What follows belongs to an exercise in optimizing a design on an open flow for a short achievable clock period and few clock cycles; a production flow would make more cautious choices. The RTL was checked by simulation tests, not by an equivalence proof against the original design. Power figures rest on the tool's default switching activity, not on a simulated workload.

`config.mk`:
```
export PLATFORM = sky130hd
export DESIGN_NAME = cpu_top
export DESIGN_NICKNAME = cpu_top
export VERILOG_FILES = /design/flow/design.v
export SDC_FILE = /design/flow/constraint.sdc
export NUM_CORES = 4
export LEC_CHECK = 0
export ABC_CLOCK_PERIOD_IN_PS = 1200
export CAP_MARGIN = 40
export CORE_MARGIN = 2
export CORE_UTILIZATION = 40
export SETUP_SLACK_MARGIN = 5
export SLEW_MARGIN = 40
```
`constraint.sdc`:
```
create_clock -name core_clock -period 10.0 [get_ports {clk_i}]
set_input_delay 2.0000 -clock core_clock [delete_from_list [all_inputs] [get_ports {clk_i}]]
set_output_delay 2.0000 -clock core_clock [all_outputs]
set_load 0.01 [all_outputs]
```
`design.v`:
```
`timescale 1ns/1ns
package cpu_pkg;
    typedef logic [63:0] word_t;
    typedef logic [4:0]  reg_id_t;
    typedef logic [40:0] imm41_t;
    typedef logic [50:0] imm51_t;
    typedef logic [4:0]  shamt_t;
    localparam reg_id_t REG_PC = 5'd31;
    localparam word_t WORD_BYTES = 64'd8;
    typedef enum logic [6:0] {
        OP_NOP     = 7'h00,
        OP_SET     = 7'h01,
        OP_LOAD    = 7'h02,
        OP_STORE   = 7'h03,
        OP_JUMP    = 7'h04,
        OP_TESTBIT = 7'h05,
        OP_SUB     = 7'h06,
        OP_SHIFTL  = 7'h07,
        OP_OR      = 7'h08,
        OP_AND     = 7'h09,
        OP_XOR     = 7'h0a,
        OP_HALT    = 7'h7f
    } opcode_e;
    typedef enum logic [1:0] {
        FMT_RRO = 2'd0,
        FMT_RIS = 2'd1,
        FMT_I   = 2'd2
    } format_e;
    typedef enum logic [3:0] {
        COND_ALWAYS = 4'd0,
        COND_Z      = 4'd1,
        COND_NZ     = 4'd9
    } cond_e;
    typedef enum logic [2:0] {
        HALT,
        INIT,
        FETCH,
        DECODE,
        REG_READ,
        EXECUTE,
        REG_WRITE
    } state_e;
    localparam int OPC_HI      = 63;
    localparam int OPC_LO      = 57;
    localparam int FMT_HI      = 56;
    localparam int FMT_LO      = 55;
    localparam int COND_HI     = 54;
    localparam int COND_LO     = 51;
    localparam int RA_HI       = 50;
    localparam int RA_LO       = 46;
    localparam int RB_HI       = 45;
    localparam int RB_LO       = 41;
    localparam int RIS_IMM_HI  = 45;
    localparam int RIS_IMM_LO  = 5;
    localparam int SHAMT_HI    = 4;
    localparam int SHAMT_LO    = 0;
    localparam int OFF_HI      = 40;
    localparam int OFF_LO      = 0;
    localparam int IIMM_HI     = 50;
    localparam int IIMM_LO     = 0;
endpackage
`timescale 1ns/1ns
`timescale 1ns/1ns
`timescale 1ns/1ns
module ks_add #(
    parameter int W = 64
) (
    input  logic [W-1:0] a_i,
    input  logic [W-1:0] b_i,
    input  logic         c_i,
    output logic [W-1:0] s_o,
    output logic         c_o
);
    localparam int L = (W <= 2) ? 1 : (W <= 4) ? 2 : (W <= 8) ? 3 : (W <= 16) ? 4 : (W <= 32) ? 5 : (W <= 64) ? 6 : 7;
    logic [W-1:0] p;
    logic [W-1:0] g [L+1];
    logic [W-1:0] t [L+1];
    assign p = a_i ^ b_i;
    assign g[0] = (a_i & b_i) | {{(W-1){1'b0}}, p[0] & c_i};
    assign t[0] = p;
    for (genvar l = 0; l < L; l++) begin : g_lvl
        localparam int D = 1 << l;
        for (genvar i = 0; i < W; i++) begin : g_bit
            if (i >= D) begin : g_op
                assign g[l+1][i] = g[l][i] | (t[l][i] & g[l][i-D]);
                assign t[l+1][i] = t[l][i] & t[l][i-D];
            end else begin : g_pass
                assign g[l+1][i] = g[l][i];
                assign t[l+1][i] = t[l][i];
            end
        end
    end
    assign s_o = p ^ {g[L][W-2:0], c_i};
    assign c_o = g[L][W-1];
endmodule
`timescale 1ns/1ns
`timescale 1ns/1ns
module cpu_top #(
    parameter logic [63:0] RESET_PC = 64'h0000_8000_0000_0000
) (
    input  logic  clk_i,
    input  logic  rst_i,
    output logic  stb_o,
    output logic  we_o,
    output cpu_pkg::word_t adr_o,
    output cpu_pkg::word_t dat_o,
    input  cpu_pkg::word_t dat_i,
    input  logic  ack_i,
    input  logic  err_i
);
    logic        stb_q, we_q;
    logic [63:0] adr_q, dat_q;
    logic        fo_q;       
    logic        mo_q;       
    logic [63:0] nfa8;       
    assign stb_o = stb_q;
    assign we_o  = we_q;
    assign adr_o = adr_q;
    assign dat_o = dat_q;
    logic f_ack, f_err, m_done;
    assign f_ack  = fo_q & ack_i;
    assign f_err  = fo_q & err_i;
    assign m_done = mo_q & (ack_i | err_i);
    logic [63:0] rf [31];    
    logic [63:0] rf_eff [31];
    logic        z_q;
    logic        ph_e;       
    logic        as_q;       
    logic        ex_q;       
    logic        mp_q;       
    logic [63:0] opa, opb;   
    logic [63:0] pc8;        
    logic [4:0]  ra_q;
    logic [40:0] immx;       
    logic [63:0] setv;       
    logic        d_set_r, d_load, d_store, d_tbit, d_sub, d_shl, d_or, d_and;
    logic        d_xor, d_alu, d_ra31, d_big, d_jreg;
    logic [63:0] imm64, alu_res, sub_res, sum_ea, sum_eb;
    logic        e_wr, e_astall, e_mpend, e_jreg, e_z, z_new, z_eff;
    assign imm64 = {23'd0, immx};
    ks_add #(.W(64)) u_sub  (.a_i(opa), .b_i(~imm64), .c_i(1'b1), .s_o(sub_res), .c_o());
    ks_add #(.W(64)) u_adda (.a_i(opa), .b_i(imm64),  .c_i(1'b0), .s_o(sum_ea),  .c_o());
    ks_add #(.W(64)) u_addb (.a_i(opb), .b_i(imm64),  .c_i(1'b0), .s_o(sum_eb),  .c_o());
    always_comb begin
        case (1'b1)
            d_set_r: alu_res = opb;
            d_sub:   alu_res = sub_res;
            d_shl:   alu_res = d_big ? 64'd0 : (opa << immx[5:0]);
            d_or:    alu_res = opa | opb;
            d_and:   alu_res = opa & opb;
            d_xor:   alu_res = opa ^ opb;
            default: alu_res = setv;
        endcase
    end
    assign e_wr     = ph_e & ex_q & d_alu & !d_ra31;
    assign e_astall = ph_e & ex_q & d_alu & d_ra31;
    assign e_mpend  = ph_e & mp_q;
    assign e_jreg   = ph_e & ex_q & d_jreg;
    assign e_z      = ph_e & ex_q & (d_sub | d_tbit);
    assign z_new    = d_sub ? (opa == imm64) : (d_big | !opa[immx[5:0]]);
    assign z_eff    = e_z ? z_new : z_q;
    logic [6:0]  n_op;
    logic [1:0]  n_fmt;
    logic [3:0]  n_cond;
    logic [4:0]  n_ra, n_rb;
    logic [40:0] n_off, n_immx;
    logic        n_pass, n_load, n_store, n_jump, n_halt, n_alu, n_ra31;
    assign n_op   = dat_i[63:57];
    assign n_fmt  = dat_i[56:55];
    assign n_cond = dat_i[54:51];
    assign n_ra   = dat_i[50:46];
    assign n_rb   = dat_i[45:41];
    assign n_off  = dat_i[40:0];
    assign n_immx = (n_fmt == 2'd0) ? dat_i[40:0] : dat_i[45:5];
    assign n_pass  = (n_cond == 4'd1) ? z_eff : (n_cond == 4'd9) ? !z_eff : 1'b1;
    assign n_load  = (n_op == 7'h02);
    assign n_store = (n_op == 7'h03);
    assign n_jump  = (n_op == 7'h04);
    assign n_halt  = (n_op == 7'h7f);
    assign n_alu   = (n_op == 7'h01) || (n_op == 7'h06) || (n_op == 7'h07)
                  || (n_op == 7'h08) || (n_op == 7'h09) || (n_op == 7'h0a);
    assign n_ra31  = (n_ra == 5'd31);
    logic        fwd_a, fwd_b;
    logic [63:0] rd_a, rd_b;
    assign fwd_a = e_wr & (ra_q == n_ra);
    assign fwd_b = e_wr & (ra_q == n_rb);
    always_comb begin
        rd_a = nfa8 & {64{n_ra == 5'd31}};
        rd_b = nfa8 & {64{n_rb == 5'd31}};
        for (int r = 0; r < 31; r++) begin
            rd_a = rd_a | (rf_eff[r] & {64{n_ra == 5'(r)}});
            rd_b = rd_b | (rf_eff[r] & {64{n_rb == 5'(r)}});
        end
        if (fwd_a) rd_a = alu_res;
        if (fwd_b) rd_b = alu_res;
    end
    logic go_mem, go_jmp, go_stop;
    assign go_mem  = n_pass & (n_load | n_store);
    assign go_jmp  = n_pass & n_jump;
    assign go_stop = n_pass & (n_halt | (n_alu & n_ra31) | (n_jump & (n_fmt != 2'd2)));
    logic [30:0] wr_hot;
    logic [63:0] wr_d;
    logic        wr_go;
    assign wr_go = e_wr | (m_done & d_load & !d_ra31);
    for (genvar r = 0; r < 31; r++) begin : g_eff
        assign rf_eff[r] = wr_hot[r] ? wr_d : rf[r];
        always_ff @(posedge clk_i) begin
            if (rst_i) begin
                rf[r]     <= '0;
                wr_hot[r] <= 1'b0;
            end else begin
                if (wr_hot[r]) rf[r] <= wr_d;
                wr_hot[r] <= wr_go && (ra_q == 5'(r));
            end
        end
    end
    always_ff @(posedge clk_i) begin
        wr_d <= (m_done & d_load) ? dat_i : alu_res;
    end
    always_ff @(posedge clk_i) begin
        opa     <= rd_a;
        opb     <= rd_b;
        immx    <= n_immx;
        setv    <= {23'd0, dat_i[45:5]} << dat_i[4:0];
        ex_q    <= n_pass;
        mp_q    <= go_mem;
        d_set_r <= (n_op == 7'h01) && (n_fmt != 2'd1);
        d_tbit  <= (n_op == 7'h05);
        d_sub   <= (n_op == 7'h06);
        d_shl   <= (n_op == 7'h07);
        d_or    <= (n_op == 7'h08);
        d_and   <= (n_op == 7'h09);
        d_xor   <= (n_op == 7'h0a);
        d_alu   <= n_alu;
        d_jreg  <= n_jump & (n_fmt != 2'd2);
        d_big   <= |n_immx[40:6];
    end
    always_ff @(posedge clk_i) begin
        if (f_ack) begin
            pc8     <= nfa8;
            ra_q    <= n_ra;
            d_load  <= n_load;
            d_store <= n_store;
            d_ra31  <= n_ra31;
        end
    end
    always_ff @(posedge clk_i) begin
        if (ph_e) dat_q <= opb;
    end
    always_ff @(posedge clk_i) begin
        if (rst_i) begin
            ph_e  <= 1'b0;
            as_q  <= 1'b0;
            z_q   <= 1'b0;
            stb_q <= 1'b1;
            fo_q  <= 1'b1;
            mo_q  <= 1'b0;
            we_q  <= 1'b0;
            adr_q <= RESET_PC;
            nfa8  <= RESET_PC + 64'd8;
        end else begin
            ph_e <= f_ack;
            as_q <= e_astall;
            z_q  <= z_eff;
            if (e_mpend) begin
                stb_q <= 1'b1;
                mo_q  <= 1'b1;
                we_q  <= d_store;
                adr_q <= d_store ? sum_ea : sum_eb;
            end else if (e_jreg) begin
                stb_q <= 1'b1;
                fo_q  <= 1'b1;
                adr_q <= opa;
                nfa8  <= opa + 64'd8;
            end else if (e_astall) begin
                adr_q <= alu_res;
                nfa8  <= alu_res;
            end else if (as_q) begin
                stb_q <= 1'b1;
                fo_q  <= 1'b1;
                nfa8  <= nfa8 + 64'd8;
            end else if (f_ack) begin
                stb_q <= !(go_stop | go_mem);
                fo_q  <= !(go_stop | go_mem);
                adr_q <= go_jmp ? {13'd0, dat_i[50:0]} : nfa8;
                nfa8  <= go_jmp ? {13'd0, dat_i[50:0]} + 64'd8 : nfa8 + 64'd8;
            end else if (f_err) begin
                stb_q <= 1'b0;
                fo_q  <= 1'b0;
            end else if (m_done) begin
                stb_q <= 1'b1;
                fo_q  <= 1'b1;
                mo_q  <= 1'b0;
                we_q  <= 1'b0;
                adr_q <= (d_load && d_ra31) ? dat_i : pc8;
                nfa8  <= (d_load && d_ra31) ? dat_i + 64'd8 : pc8 + 64'd8;
            end
        end
    end
endmodule
```
`run.sh`:
```
#!/bin/bash
# synth_recipe.tcl (not shown) runs the flow's synth.tcl, then flattens the netlist and writes it again
# the make line also repeats each setting of config.mk as NAME=value (left out here)
make -C /OpenROAD-flow-scripts/flow DESIGN_CONFIG=/design/flow/config.mk WORK_HOME=/design/flow/orfs CLKGATE_MAP_FILE= SYNTH_SCRIPT=/design/flow/synth_recipe.tcl finish
```
==> results.txt <==
==> logic make-up after synthesis <==
group                    synth area share
AO/OA/AOI/OAI                      0.1779
AND/OR/NAND/NOR                    0.1596
flip-flops                         0.3788
adder cells (fa/ha/maj)           0.02319
XOR/XNOR                          0.02340
multiplexers                       0.1867
buffers and inverters             0.05043
==> worst max-delay path by stage <==
stage / startpoint / to / depth (start not counted)
detailed placement: dat_i[48] / opa[12]$_DFF_P_ / 11
global placement: dat_i[48] / opa[13]$_DFF_P_ / 10
floorplan: ack_i / adr_q[3]$_SDFFE_PP0P_ / 9
finish: dat_i[49] / opa[6]$_DFF_P_ / 11
CTS: dat_i[47] / opa[6]$_DFF_P_ / 10
global route: dat_i[49] / opa[6]$_DFF_P_ / 11
==> state kept, by name (all words and copies together) (netlist names), 5 cells and up <==
signal,flops
pc8,64
dat_q,64
wr_d,64
rf,1984
opb,64
opa,64
ra_q,5
adr_q,64
nfa8,64
immx,41
wr_hot,31
setv,64
==> through the flow <==
| stage | utilization | hold slack [ps] | total power, mW |
|---|---|---|---|
| floorplan | - | 402.9 | 12.48 |
| CTS | 0.4561 | 479.0 | 25.03 |
| global route | 0.4590 | 496.6 | 25.72 |
| detailed placement | 0.4267 | 471.5 | 13.95 |
| finish | 0.4598 | 478.7 | 25.47 |
| global placement | 0.4244 | 459.1 | 13.94 |
==> final cells by class <==
type	count	area share
Antenna cell	130	0.002023
Multi-Input combinational cell	12139	0.5111
Timing Repair Buffer	877	0.05130
Clock buffer	429	0.05397
Tap cell	4599	0.03578
Clock inverter	99	0.006995
Inverter	258	0.006108
Sequential cell	2595	0.3328
==> worst reg2reg max path: cells and delay by family (launching register included) <==
kind / cells / cell delay (ps)
compound gates: 6 / 1920
buf+inv: 3 / 1020
flops: 1 / 570
mux: 2 / 850
simple gates: 3 / 770
==> placed cells by master, fill, tap and decap left out, types with 44 or more instances in the layout <==
cell type	n
a211oi_1	69
a21o_1	44
a21oi_1	618
a221oi_1	47
and3_1	58
buf_12	52
buf_4	551
buf_6	47
clkbuf_1	62
clkbuf_16	303
clkbuf_8	67
clkdlybuf4s50_1	189
clkinv_2	44
dfxtp_1	2376
dfxtp_2	45
diode_2	130
edfxtp_1	136
ha_1	243
inv_1	240
mux2_2	146
mux2i_1	2265
mux4_2	82
nand2_1	707
nand2b_1	47
nand3_1	205
nand4_1	191
nor2_1	2946
nor3_1	405
nor4_1	257
o211ai_1	71
o21ai_0	414
o221ai_1	294
o22a_1	144
o22ai_1	1637
xnor2_1	274
xor2_1	100
==> repair_timing <==
item	CTS	global route
gates cloned	0	5
hold endpoints to repair	0	0
pin swaps	9	12
setup endpoints to repair	221	137
setup buffers	17	17
resized for setup	70	118
==> report_power, final <==
| group | total, mW | internal (mW) | switching, mW |
|---|---|---|---|
| clock | 11.4 | 6.46 | 4.93 |
| sequential | 11.0 | 10.6 | 0.415 |
| combinational | 3.06 | 0.808 | 2.25 |
==> metal layers <==
layer / GRT usage / vias up
li1: - / 59899
met1: 0.5667 / 73391
met2: 0.6596 / 15614
met3: 0.2217 / 5197
met4: 0.4125 / 28
met5: 0.005680 / -
==> metrics.md <==
| Metric | Value |
|---|---|
| Initial Util | `0.4024` |
| Ys flop type | `dfxtp_1` |
| Highest metal used | `met5` |
| Largest net degree at the start of global routing | `191` |
| H-tree depth | `5` |
| First-pass DRT Iterations | `10` |
| Slew @ Worst Pin | `1056 ps` |
| Worst path slowest cell | `nand2_4` |
| Flops & latches, synth | `2595` |
| Worst R2R End | `adr_q[43]$_SDFFE_PP0P_` |
| Initial DRC count | `29.22k` |
| WL final | `905.5 mm` |
| Fraction of layout cells with a size suffix above 1 | `0.1085` |
| Clk root buf | `clkbuf_16` |
| Non-Filler Instances | `21.13k` |
| P per Cell Area | `158.4 nW/um2` |
| Gr usage total | `0.4826` |
| Max Cap Viol | `0` |
| Core area | `349700 um2` |
| Maximum clock frequency | `0.1885 GHz` |
| Final net count | `16.49k` |
| Multi-input gate area | `82180 um2` |
| Outcome | `finished clean` |
| Row count | `217` |
| Register area share after synthesis | `0.3788` |
| Reg2reg start | `immx[1]$_DFF_P_` |
| Worst Skew | `72.94 ps` |
| YS warnings | `6` |
| Place WS | `3337 ps` |
| Worst-path cell chain | `clkdlybuf4s50_1, buf_4, nor2b_1, buf_4, nand2_4, buf_12, o22ai_1, or4_1, nor4_1, nand3_1, mux2_2` |
| Final period utilization | `0.5305` |
| Critical path required time | `10830 ps` |
| Crit-path max FO | `40` |
| Post-synth cell types | `105` |
| Synthesized cell area | `140700 um2` |
| Placed insts | `20.42k` |
| Max VDD drop | `0.1283 mV` |
| Post-synth EDFFs | `136` |
| Initial antenna violation count | `82` |
| Clock sink count | `2595` |
| Clk slew on worst S/H paths | `60 ps` |
| Final setup violation count | `0` |
| WP data arrival | `6140 ps` |
| Number of global-route vias before repair | `138.6k` |
| Filler cell count | `34.32k` |
| Crit end category | `flop` |
| HPWL after DPL | `578.2 mm` |
| Total number of vias | `154.1k` |
| Max Slew Vio Count | `0` |
| First-pass GRT wire length | `1201 mm` |
| LEAKAGE | `53.45 nW` |
| Hold Path Sink | `adr_q[37]$_SDFFE_PP0P_` |
| Area Growth Syn to Fin | `14.26%` |
| I/O pin count | `198` |
| Worst reg2reg setup slack | `4780 ps` |
| Cts hold-fix bufs | `0` |
| Most used cell, CP | `buf_4` |
| Placer Congestion | `1.127` |
| Met2 WL | `347.7 mm` |
| Syn Area/Cell | `8.493 um2` |
| Clock Tree Buf Depth | `4` |
| Buf/Inv on CP | `4` |
| Reg area | `53510 um2` |
| DRC viols | `0` |
| CP Class | `in2reg` |
| Setup ws final | `4695 ps` |
| Setup total negative slack | `0 ps` |
| Worst hold-check path type | `reg2reg` |
| PortBufs | `197` |
| CTS tree | `yes` |
| Die area | `356600 um2` |
| Grt ovf | `0` |
| Post-Syn Nets | `16.90k` |
| Die Ht | `597.2 um` |
| Syn Inst Count | `16.57k` |
| Fin. Hold Viols | `0` |
| RSZ-0062 raised after global routing | `true` |
| Worst-skew pair later-pin latency | `980 ps` |
| Final Cell Area | `160800 um2` |
| Synth area leaders | `dfxtp_1, mux2i_1, nor2_1` |
| Most frequent cell after synthesis | `nor2_1` |
| Post-synth top area share | `0.3498` |
| Worst R2R Path Depth | `14` |
| WL met3 | `146.3 mm` |
| HP Start | `adr_q[37]$_SDFFE_PP0P_` |
| Vias per cell | `7.296` |
| Slew HR | `0.2926` |
| Area leader, netlist | `dfxtp_1` |
| Commonest cells in the netlist | `nor2_1, dfxtp_1, mux2i_1, o22ai_1, clkbuf_1` |
| WL met1 | `312.3 mm` |
| Die Wd | `597.2 um` |
| Cts bufs inserted | `293` |
| Hold path cells | `2` |
| Synth async-reset ratio | `0` |
| Post-DP Area | `149200 um2` |
| Min cycle time layout | `5305 ps` |
| Slowest cell delay on critical path | `730 ps` |
| CP Launch Type | `input port` |
| DR WL/cell | `42.86 um` |
| Routed Antenna Nets | `0` |
| Kind of cell adding the most delay to the critical path | `simple AND/OR/NAND/NOR gates` |
Testbench counts, summed over its fixed seeds: cycles 89,187.

==> what the ideal ports hide <==
The flow's constraints put no driver on any port. The routed layout listed below was extracted and timed again, unchanged, in two steps.
Step 1 assumes that a clkbuf_16 drives the clock port and a buf_2 every other input.
Step 2, shift: input delay + t, output delay - t, t = (earliest + latest rising clock arrival at the registers) / 2. This alone moves slack from input paths to output paths.
Three values: ideal, step 1, step 2; two values: the first two.
shift t [ns]: 1.048
slack for setup (ns): 4.695 / 4.779 / 3.731
hold slack, ns: 0.479 / 0.479 / 0.479
After both steps this run still meets setup and hold. For this run, drivers alone change the setup slack by +0.084 ns; drivers and shift together by -0.964 ns.
